Context: an optimization exercise on an open-source flow, tuned for small area, a short achievable clock period and few clock cycles. The choices shown serve that exercise and are no tape-out recipe. RTL that was checked went through simulation tests only; none was proved equivalent to the original. Power figures rest on the tool's default switching activity, not on a simulated workload.

// la_capture
module la_capture #(
   parameter  int DATA_W = 18,
   parameter  int DEPTH  = 256,
   localparam int AW     = $clog2(DEPTH)
) (
   input  logic              clk_i,
   input  logic              rst_i,
   input  logic [DATA_W-1:0] data_i,
   input  logic              trig_i,
   input  logic [1:0]        trig_mode_i,
   input  logic [AW-1:0]     pretrig_i,
   input  logic              arm_i,
   input  logic [7:0]        trig_cnt_i,
   output logic              armed_o,
   output logic              triggered_o,
   output logic              done_o,
   output logic              rd_valid_o,
   input  logic              rd_ready_i,
   output logic [DATA_W-1:0] rd_data_o,
   output logic              rd_last_o
);
   localparam int NTAP = 8;
   localparam int TW   = $clog2(NTAP);
   localparam int SW   = AW - TW;           
   localparam logic [1:0] TRIG_LEVEL_HIGH = 2'd0;
   localparam logic [1:0] TRIG_LEVEL_LOW  = 2'd1;
   localparam logic [1:0] TRIG_RISING     = 2'd2;
   localparam logic [1:0] TRIG_FALLING    = 2'd3;
   function automatic logic trigMatch(input logic [1:0] mode,
                                      input logic       cur,
                                      input logic       prev);
      case (mode)
         TRIG_LEVEL_HIGH: trigMatch = cur;
         TRIG_LEVEL_LOW:  trigMatch = ~cur;
         TRIG_RISING:     trigMatch = cur & ~prev;
         TRIG_FALLING:    trigMatch = ~cur & prev;
         default:         trigMatch = 1'b0;
      endcase
   endfunction
   logic          armed_q, pre_q, wait_q, post_q, done_q;
   logic [1:0]    mode_q;
   logic [AW-1:0] pretrig_q;     
   logic [AW-1:0] cnt_q;         
   logic          trigPrev_q;
   logic          triggered_q;
   logic          waitMatch, fire, preEnd, postEnd, capEnd;
   logic [7:0]    matchLeft_q;   
   assign fire = waitMatch && (matchLeft_q[7:1] == 7'd0);
   always_ff @(posedge clk_i) begin
      if (rst_i) begin
         matchLeft_q <= 8'd0;
      end else if (arm_i) begin
         matchLeft_q <= trig_cnt_i;
      end else if (waitMatch) begin
         matchLeft_q <= matchLeft_q - 8'd1;
      end
   end
   assign waitMatch = wait_q && !arm_i && trigMatch(mode_q, trig_i, trigPrev_q);
   assign preEnd    = pre_q && (cnt_q == AW'(1));
   assign postEnd   = post_q && (cnt_q == AW'(1));
  ...
Size: about 5000 cells after synthesis, roughly 4700 flip-flops, about 64 I/O pins.
==> module la_capture, before the edit <==
module la_capture #(
   parameter  int DATA_W = 18,
   parameter  int DEPTH  = 256,
   localparam int AW     = $clog2(DEPTH)
) (
   input  logic              clk_i,
   input  logic              rst_i,
   input  logic [DATA_W-1:0] data_i,
   input  logic              trig_i,
   input  logic [1:0]        trig_mode_i,
   input  logic [AW-1:0]     pretrig_i,
   input  logic              arm_i,
   input  logic [7:0]        trig_cnt_i,
   output logic              armed_o,
   output logic              triggered_o,
   output logic              done_o,
   output logic              rd_valid_o,
   input  logic              rd_ready_i,
   output logic [DATA_W-1:0] rd_data_o,
   output logic              rd_last_o
);
   localparam int NTAP = 8;
   localparam int TW   = $clog2(NTAP);
   localparam int SW   = AW - TW;           
   localparam logic [1:0] TRIG_LEVEL_HIGH = 2'd0;
   localparam logic [1:0] TRIG_LEVEL_LOW  = 2'd1;
   localparam logic [1:0] TRIG_RISING     = 2'd2;
   localparam logic [1:0] TRIG_FALLING    = 2'd3;
   function automatic logic trigMatch(input logic [1:0] mode,
                                      input logic       cur,
                                      input logic       prev);
      case (mode)
         TRIG_LEVEL_HIGH: trigMatch = cur;
         TRIG_LEVEL_LOW:  trigMatch = ~cur;
         TRIG_RISING:     trigMatch = cur & ~prev;
         TRIG_FALLING:    trigMatch = ~cur & prev;
         default:         trigMatch = 1'b0;
      endcase
   endfunction
   logic          armed_q, pre_q, wait_q, post_q, done_q;
   logic [1:0]    mode_q;
   logic [AW-1:0] pretrig_q;     
   logic [AW-1:0] cnt_q;         
   logic          trigPrev_q;
   logic          triggered_q;
   logic          waitMatch, fire, preEnd, postEnd, capEnd;
   logic [7:0]    matchLeft_q;   
   assign fire = waitMatch && (matchLeft_q[7:1] == 7'd0);
   always_ff @(posedge clk_i) begin
      if (rst_i) begin
         matchLeft_q <= 8'd0;
      end else if (arm_i) begin
         matchLeft_q <= trig_cnt_i;
      end else if (waitMatch) begin
         matchLeft_q <= matchLeft_q - 8'd1;
      end
   end
   assign waitMatch = wait_q && !arm_i && trigMatch(mode_q, trig_i, trigPrev_q);
   assign preEnd    = pre_q && (cnt_q == AW'(1));
   assign postEnd   = post_q && (cnt_q == AW'(1));
   assign capEnd    = !arm_i && (postEnd || (fire && (&pretrig_q)));
   logic [TW-1:0]     tapSel;
   logic              rdValid_q, rdLast_q;
   logic [DATA_W-1:0] rdData_q, rdHold_q;
   logic [NTAP*DATA_W-1:0] taps;
   logic [DATA_W-1:0] tapWord;
   logic              canLoad, load, xfer;
   la_capture_ram #(
      .DATA_W (DATA_W),
      .DEPTH  (DEPTH),
      .NTAP   (NTAP)
   ) u_ram (
      .clk_i   (clk_i),
      .cap_i   (armed_q),
      .wdata_i (data_i),
      .taps_o  (taps)
   );
   assign tapSel  = pretrig_q[AW-1 -: TW] | {TW{!done_q}};
   assign tapWord = taps[tapSel*DATA_W +: DATA_W];
   assign xfer    = rdValid_q && rd_ready_i;
   assign canLoad = done_q && !rdLast_q && (pretrig_q[SW-1:0] == SW'((1 << SW) - 2));
   assign load    = canLoad && (!rdValid_q || rd_ready_i);
   always_ff @(posedge clk_i) begin
      if (rst_i) begin
         armed_q     <= 1'b0;
         pre_q       <= 1'b0;
         wait_q      <= 1'b0;
         post_q      <= 1'b0;
         done_q      <= 1'b0;
         triggered_q <= 1'b0;
         mode_q      <= TRIG_LEVEL_HIGH;
         pretrig_q   <= '0;
         cnt_q       <= '0;
      end else if (arm_i) begin
         armed_q     <= 1'b1;
         pre_q       <= (pretrig_i != '0);
         wait_q      <= (pretrig_i == '0);
         post_q      <= 1'b0;
         done_q      <= 1'b0;
         triggered_q <= 1'b0;
         mode_q      <= trig_mode_i;
         pretrig_q   <= pretrig_i;
         cnt_q       <= pretrig_i;
      end else begin
         if (pre_q) begin
            cnt_q <= cnt_q - AW'(1);
            if (preEnd) begin
               pre_q  <= 1'b0;
               wait_q <= 1'b1;
            end
         end
         if (fire) begin
            triggered_q <= 1'b1;
            wait_q      <= 1'b0;
            post_q      <= !(&pretrig_q);
            cnt_q       <= ~pretrig_q;
         end
         if (post_q) begin
            cnt_q <= cnt_q - AW'(1);
            if (postEnd) post_q <= 1'b0;
         end
         if (capEnd) begin
            armed_q   <= 1'b0;
            done_q    <= 1'b1;
            pretrig_q <= AW'(DEPTH - 2);
         end
         if (done_q) begin
            if (load) begin
               cnt_q <= cnt_q - AW'(1);
            end else begin
               pretrig_q <= (pretrig_q == AW'(DEPTH - 2)) ? '0 : pretrig_q + AW'(1);
            end
         end
         if (xfer && rdLast_q) begin
            done_q <= 1'b0;
         end
      end
   end
   always_ff @(posedge clk_i) begin
      if (rst_i) begin
         trigPrev_q <= 1'b0;
      end else begin
         trigPrev_q <= trig_i;
      end
   end
   always_ff @(posedge clk_i) begin
      if (rst_i || arm_i) begin
         rdValid_q <= 1'b0;
         rdLast_q  <= 1'b0;
      end else if (capEnd) begin
         rdValid_q <= 1'b1;
         rdLast_q  <= 1'b0;
      end else if (!rdValid_q || rd_ready_i) begin
         rdValid_q <= load;
         rdLast_q  <= load && (cnt_q == AW'(2));
      end
   end
   always_ff @(posedge clk_i) begin
      if (!done_q || load) begin
         rdHold_q <= tapWord;
      end
   end
   always_ff @(posedge clk_i) begin
      rdData_q <= (!rdValid_q || rd_ready_i) ? tapWord : rdHold_q;
   end
   assign armed_o     = armed_q;
   assign triggered_o = triggered_q;
   assign done_o      = done_q;
   assign rd_valid_o  = rdValid_q;
   assign rd_data_o   = rdData_q;
   assign rd_last_o   = rdLast_q;
endmodule
export LEC_CHECK = 0
export CAP_MARGIN = 20
export CORE_MARGIN = 2
export CORE_UTILIZATION = 65
export CTS_CLUSTER_DIAMETER = 60
export CTS_CLUSTER_SIZE = 30
export SETUP_SLACK_MARGIN = 4
export SLEW_MARGIN = 20
create_clock -name core_clock -period 6.0 [get_ports {clk_i}]
run.sh (not shown) runs the stock make flow with config.mk's settings and CLKGATE_MAP_FILE= SYNTH_SCRIPT=/design/flow/synth_recipe.tcl, a recipe that flattens the netlist after the stock synthesis.
Next try:
--- a/flow/design.v
+++ b/flow/design.v
@@ -57,13 +57,13 @@
          TRIG_FALLING:    trigMatch = ~cur & prev;
          default:         trigMatch = 1'b0;
       endcase
    endfunction
    logic          armed_q, pre_q, wait_q, post_q, done_q;
    logic [1:0]    mode_q;
-   logic [AW-1:0] pretrig_q;     
+   logic [AW-1:0] pretrig_q;
    logic [AW-1:0] cnt_q;         
    logic          trigPrev_q;
    logic          triggered_q;
    logic          waitMatch, fire, preEnd, postEnd, capEnd;
    logic [7:0]    matchLeft_q;   
    assign fire = waitMatch && (matchLeft_q[7:1] == 7'd0);
@@ -77,15 +77,16 @@
       end
    end
    assign waitMatch = wait_q && !arm_i && trigMatch(mode_q, trig_i, trigPrev_q);
    assign preEnd    = pre_q && (cnt_q == AW'(1));
    assign postEnd   = post_q && (cnt_q == AW'(1));
    assign capEnd    = !arm_i && (postEnd || (fire && (&pretrig_q)));
-   logic [TW-1:0]     tapSel;
+   logic [AW-1:0]     pos_q;       
+   logic [AW-1:0]     next_q;      
    logic              rdValid_q, rdLast_q;
-   logic [DATA_W-1:0] rdData_q, rdHold_q;
+   logic [DATA_W-1:0] rdData_q;
    logic [NTAP*DATA_W-1:0] taps;
    logic [DATA_W-1:0] tapWord;
    logic              canLoad, load, xfer;
    la_capture_ram #(
       .DATA_W (DATA_W),
       .DEPTH  (DEPTH),
@@ -93,16 +94,15 @@
    ) u_ram (
       .clk_i   (clk_i),
       .cap_i   (armed_q),
       .wdata_i (data_i),
       .taps_o  (taps)
    );
-   assign tapSel  = pretrig_q[AW-1 -: TW] | {TW{!done_q}};
-   assign tapWord = taps[tapSel*DATA_W +: DATA_W];
+   assign tapWord = taps[pos_q[AW-1 -: TW]*DATA_W +: DATA_W];
    assign xfer    = rdValid_q && rd_ready_i;
-   assign canLoad = done_q && !rdLast_q && (pretrig_q[SW-1:0] == SW'((1 << SW) - 2));
+   assign canLoad = done_q && !rdLast_q && (pos_q[SW-1:0] == SW'((1 << SW) - 2));
    assign load    = canLoad && (!rdValid_q || rd_ready_i);
    always_ff @(posedge clk_i) begin
       if (rst_i) begin
          armed_q     <= 1'b0;
          pre_q       <= 1'b0;
          wait_q      <= 1'b0;
@@ -138,22 +138,14 @@
          end
          if (post_q) begin
             cnt_q <= cnt_q - AW'(1);
             if (postEnd) post_q <= 1'b0;
          end
          if (capEnd) begin
-            armed_q   <= 1'b0;
-            done_q    <= 1'b1;
-            pretrig_q <= AW'(DEPTH - 2);
-         end
-         if (done_q) begin
-            if (load) begin
-               cnt_q <= cnt_q - AW'(1);
-            end else begin
-               pretrig_q <= (pretrig_q == AW'(DEPTH - 2)) ? '0 : pretrig_q + AW'(1);
-            end
+            armed_q <= 1'b0;
+            done_q  <= 1'b1;
          end
          if (xfer && rdLast_q) begin
             done_q <= 1'b0;
          end
       end
    end
@@ -170,22 +162,29 @@
          rdLast_q  <= 1'b0;
       end else if (capEnd) begin
          rdValid_q <= 1'b1;
          rdLast_q  <= 1'b0;
       end else if (!rdValid_q || rd_ready_i) begin
          rdValid_q <= load;
-         rdLast_q  <= load && (cnt_q == AW'(2));
+         rdLast_q  <= load && (&next_q);
       end
    end
    always_ff @(posedge clk_i) begin
-      if (!done_q || load) begin
-         rdHold_q <= tapWord;
+      if (!rdValid_q || rd_ready_i) begin
+         rdData_q <= tapWord;
       end
    end
    always_ff @(posedge clk_i) begin
-      rdData_q <= (!rdValid_q || rd_ready_i) ? tapWord : rdHold_q;
+      if (!done_q) begin
+         pos_q  <= AW'(DEPTH - 2);
+         next_q <= AW'(1);
+      end else if (load) begin
+         next_q <= next_q + AW'(1);
+      end else begin
+         pos_q <= (pos_q == AW'(DEPTH - 2)) ? '0 : pos_q + AW'(1);
+      end
    end
    assign armed_o     = armed_q;
    assign triggered_o = triggered_q;
    assign done_o      = done_q;
    assign rd_valid_o  = rdValid_q;
    assign rd_data_o   = rdData_q;
What happened: Sequential power hardly moves. Synthesized area hardly moves. Sequential share of layout area rose by 0.69 points. Final area fell by 0.86%. Critical path depth stays the same. Non-clock buffer count fell by 48. Worst setup slack degrades by 160 ps. Register-to-register slack improves by 440 ps. Die area barely changes. Total power barely changes. Synthesized cell count fell by 0.85%. Fmax fell by 6.0%. Global-route usage fell by 0.85 points.
No run of this note included a check of the RTL's function; only the layout flow was run.

The RTL this note starts from:
==> flow/design.v <==
module la_capture_ram #(
   parameter  int DATA_W = 18,
   parameter  int DEPTH  = 256,
   parameter  int NTAP   = 8
) (
   input  logic                   clk_i,
   input  logic                   cap_i,
   input  logic [DATA_W-1:0]      wdata_i,
   output logic [NTAP*DATA_W-1:0] taps_o
);
   localparam int SPACE = DEPTH / NTAP;
   localparam int SLOTS = DEPTH - 1;
   logic [SLOTS*DATA_W-1:0] ring_q;
   always_ff @(posedge clk_i) begin
      ring_q <= {ring_q[(SLOTS-1)*DATA_W-1:0],
                 cap_i ? wdata_i : ring_q[SLOTS*DATA_W-1 -: DATA_W]};
   end
   for (genvar k = 0; k < NTAP; k++) begin : g_tap
      assign taps_o[k*DATA_W +: DATA_W] = ring_q[(k*SPACE + SPACE - 2)*DATA_W +: DATA_W];
   end
endmodule
module la_capture #(
   parameter  int DATA_W = 18,
   parameter  int DEPTH  = 256,
   localparam int AW     = $clog2(DEPTH)
) (
   input  logic              clk_i,
   input  logic              rst_i,
   input  logic [DATA_W-1:0] data_i,
   input  logic              trig_i,
   input  logic [1:0]        trig_mode_i,
   input  logic [AW-1:0]     pretrig_i,
   input  logic              arm_i,
   input  logic [7:0]        trig_cnt_i,
   output logic              armed_o,
   output logic              triggered_o,
   output logic              done_o,
   output logic              rd_valid_o,
   input  logic              rd_ready_i,
   output logic [DATA_W-1:0] rd_data_o,
   output logic              rd_last_o
);
   localparam int NTAP = 8;
   localparam int TW   = $clog2(NTAP);
   localparam int SW   = AW - TW;           
   localparam logic [1:0] TRIG_LEVEL_HIGH = 2'd0;
   localparam logic [1:0] TRIG_LEVEL_LOW  = 2'd1;
   localparam logic [1:0] TRIG_RISING     = 2'd2;
   localparam logic [1:0] TRIG_FALLING    = 2'd3;
   function automatic logic trigMatch(input logic [1:0] mode,
                                      input logic       cur,
                                      input logic       prev);
      case (mode)
         TRIG_LEVEL_HIGH: trigMatch = cur;
         TRIG_LEVEL_LOW:  trigMatch = ~cur;
         TRIG_RISING:     trigMatch = cur & ~prev;
         TRIG_FALLING:    trigMatch = ~cur & prev;
         default:         trigMatch = 1'b0;
      endcase
   endfunction
   logic          armed_q, pre_q, wait_q, post_q, done_q;
   logic [1:0]    mode_q;
   logic [AW-1:0] pretrig_q;     
   logic [AW-1:0] cnt_q;         
   logic          trigPrev_q;
   logic          triggered_q;
   logic          waitMatch, fire, preEnd, postEnd, capEnd;
   logic [7:0]    matchLeft_q;   
   assign fire = waitMatch && (matchLeft_q[7:1] == 7'd0);
   always_ff @(posedge clk_i) begin
      if (arm_i) begin
         matchLeft_q <= trig_cnt_i;
      end else if (waitMatch) begin
         matchLeft_q <= matchLeft_q - 8'd1;
      end
   end
   assign waitMatch = wait_q && !arm_i && trigMatch(mode_q, trig_i, trigPrev_q);
   assign preEnd    = pre_q && (cnt_q == AW'(1));
   assign postEnd   = post_q && (cnt_q == AW'(1));
   assign capEnd    = !arm_i && (postEnd || (fire && (&pretrig_q)));
   logic [TW-1:0]     tapSel;
   logic              rdValid_q, rdLast_q;
   logic [DATA_W-1:0] rdData_q, rdHold_q;
   logic [NTAP*DATA_W-1:0] taps;
   logic [DATA_W-1:0] tapWord;
   logic              canLoad, load, xfer;
   la_capture_ram #(
      .DATA_W (DATA_W),
      .DEPTH  (DEPTH),
      .NTAP   (NTAP)
   ) u_ram (
      .clk_i   (clk_i),
      .cap_i   (armed_q),
      .wdata_i (data_i),
      .taps_o  (taps)
   );
   assign tapSel  = pretrig_q[AW-1 -: TW] | {TW{!done_q}};
   assign tapWord = taps[tapSel*DATA_W +: DATA_W];
   assign xfer    = rdValid_q && rd_ready_i;
   assign canLoad = done_q && !rdLast_q && (pretrig_q[SW-1:0] == SW'((1 << SW) - 2));
   assign load    = canLoad && (!rdValid_q || rd_ready_i);
   always_ff @(posedge clk_i) begin
      if (rst_i) begin
         armed_q     <= 1'b0;
         pre_q       <= 1'b0;
         wait_q      <= 1'b0;
         post_q      <= 1'b0;
         done_q      <= 1'b0;
         triggered_q <= 1'b0;
      end else if (arm_i) begin
         armed_q     <= 1'b1;
         pre_q       <= (pretrig_i != '0);
         wait_q      <= (pretrig_i == '0);
         post_q      <= 1'b0;
         done_q      <= 1'b0;
         triggered_q <= 1'b0;
      end else begin
         if (preEnd) begin
            pre_q  <= 1'b0;
            wait_q <= 1'b1;
         end
         if (fire) begin
            triggered_q <= 1'b1;
            wait_q      <= 1'b0;
            post_q      <= !(&pretrig_q);
         end
         if (postEnd) begin
            post_q <= 1'b0;
         end
         if (capEnd) begin
            armed_q <= 1'b0;
            done_q  <= 1'b1;
         end
         if (xfer && rdLast_q) begin
            done_q <= 1'b0;
         end
      end
   end
   always_ff @(posedge clk_i) begin
      if (arm_i) begin
         mode_q    <= trig_mode_i;
         pretrig_q <= pretrig_i;
         cnt_q     <= pretrig_i;
      end else begin
         if (pre_q || post_q) begin
            cnt_q <= cnt_q - AW'(1);
         end
         if (fire) begin
            cnt_q <= ~pretrig_q;
         end
         if (capEnd) begin
            pretrig_q <= AW'(DEPTH - 2);
         end
         if (done_q) begin
            if (load) begin
               cnt_q <= cnt_q - AW'(1);
            end else begin
               pretrig_q <= (pretrig_q == AW'(DEPTH - 2)) ? '0 : pretrig_q + AW'(1);
            end
         end
      end
   end
   always_ff @(posedge clk_i) begin
      trigPrev_q <= trig_i;
   end
   always_ff @(posedge clk_i) begin
      if (rst_i || arm_i) begin
         rdValid_q <= 1'b0;
         rdLast_q  <= 1'b0;
      end else if (capEnd) begin
         rdValid_q <= 1'b1;
         rdLast_q  <= 1'b0;
      end else if (!rdValid_q || rd_ready_i) begin
         rdValid_q <= load;
         rdLast_q  <= load && (cnt_q == AW'(2));
      end
   end
   always_ff @(posedge clk_i) begin
      if (!done_q || load) begin
         rdHold_q <= tapWord;
      end
   end
   always_ff @(posedge clk_i) begin
      rdData_q <= (!rdValid_q || rd_ready_i) ? tapWord : rdHold_q;
   end
   assign armed_o     = armed_q;
   assign triggered_o = triggered_q;
   assign done_o      = done_q;
   assign rd_valid_o  = rdValid_q;
   assign rd_data_o   = rdData_q;
   assign rd_last_o   = rdLast_q;
endmodule
clock: 6.0 ns
lec_check: 0
cap_margin: 20
core_margin: 2
core_utilization: 65
cts_cluster_diameter: 65
cts_cluster_size: 32
setup_slack_margin: 4
slew_margin: 20
The first run produced a clean layout.
Testbench counts at the start, summed over its fixed seeds: cycles 12,628.
Next try:
--- a/flow/design.v
+++ b/flow/design.v
@@ -180,13 +180,21 @@
          rdHold_q <= tapWord;
       end
    end
    always_ff @(posedge clk_i) begin
       rdData_q <= (!rdValid_q || rd_ready_i) ? tapWord : rdHold_q;
    end
-   assign armed_o     = armed_q;
+   logic armedOut_q, doneOut_q, rdValidOut_q, rdLastOut_q;
+   always_ff @(posedge clk_i) begin
+      armedOut_q   <= !rst_i && (arm_i || (armedOut_q && !capEnd));
+      doneOut_q    <= !rst_i && !arm_i && (capEnd || (doneOut_q && !(xfer && rdLast_q)));
+      rdValidOut_q <= !rst_i && !arm_i && (capEnd || load || (rdValid_q && !rd_ready_i));
+      rdLastOut_q  <= !rst_i && !arm_i && !capEnd &&
+                      ((load && (cnt_q == AW'(2))) || (rdLast_q && rdValid_q && !rd_ready_i));
+   end
+   assign armed_o     = armedOut_q;
    assign triggered_o = triggered_q;
-   assign done_o      = done_q;
-   assign rd_valid_o  = rdValid_q;
+   assign done_o      = doneOut_q;
+   assign rd_valid_o  = rdValidOut_q;
    assign rd_data_o   = rdData_q;
-   assign rd_last_o   = rdLast_q;
+   assign rd_last_o   = rdLastOut_q;
 endmodule
Area after synthesis is about the same.
Sequential power stays flat.
Core utilization came out lower by 0.16 points.
Via count barely changes.
Worst setup slack is worse by 33 ps.
Register-to-register slack is better by 170 ps.
Power barely changes.
Global-route usage barely changes.
Hold slack stays flat.
Function not checked in the second run of this note: the RTL went through the layout flow alone.

## static timing again, ports no longer ideal
No port has a modelled driver above. Below, the same layouts with a new extraction and two added sets of constraints. Step 1, drivers: a clkbuf_16 drives clk_i and a buf_2 each remaining input, both assumed. Step 2 also shifts input and output timing later by t, the mid clock arrival at the registers, as if the neighbouring blocks saw the same clock. a / b / c = ideal ports / drivers / drivers and shift; a / b = the first two.
| run | shift t [ns] | setup slack, ns | pins driven straight from the clock port |
|---|---|---|---|
| the first run of note 1 | 0.884 | 3.462 / 3.387 / 2.948 | 1 |
| the second run of note 1 | 0.868 | 3.299 / 3.225 / 3.147 | 1 |
| the first run of note 2 | 0.867 | 3.504 / 3.430 / 2.933 | 1 |
| the second run of note 2 | 0.865 | 3.471 / 3.394 / 3.063 | 1 |
After both steps setup and hold are still met in every run listed. The setup slack of the first run of note 2, which loses most, moves by -0.074 ns with the drivers and by -0.571 ns with both steps.
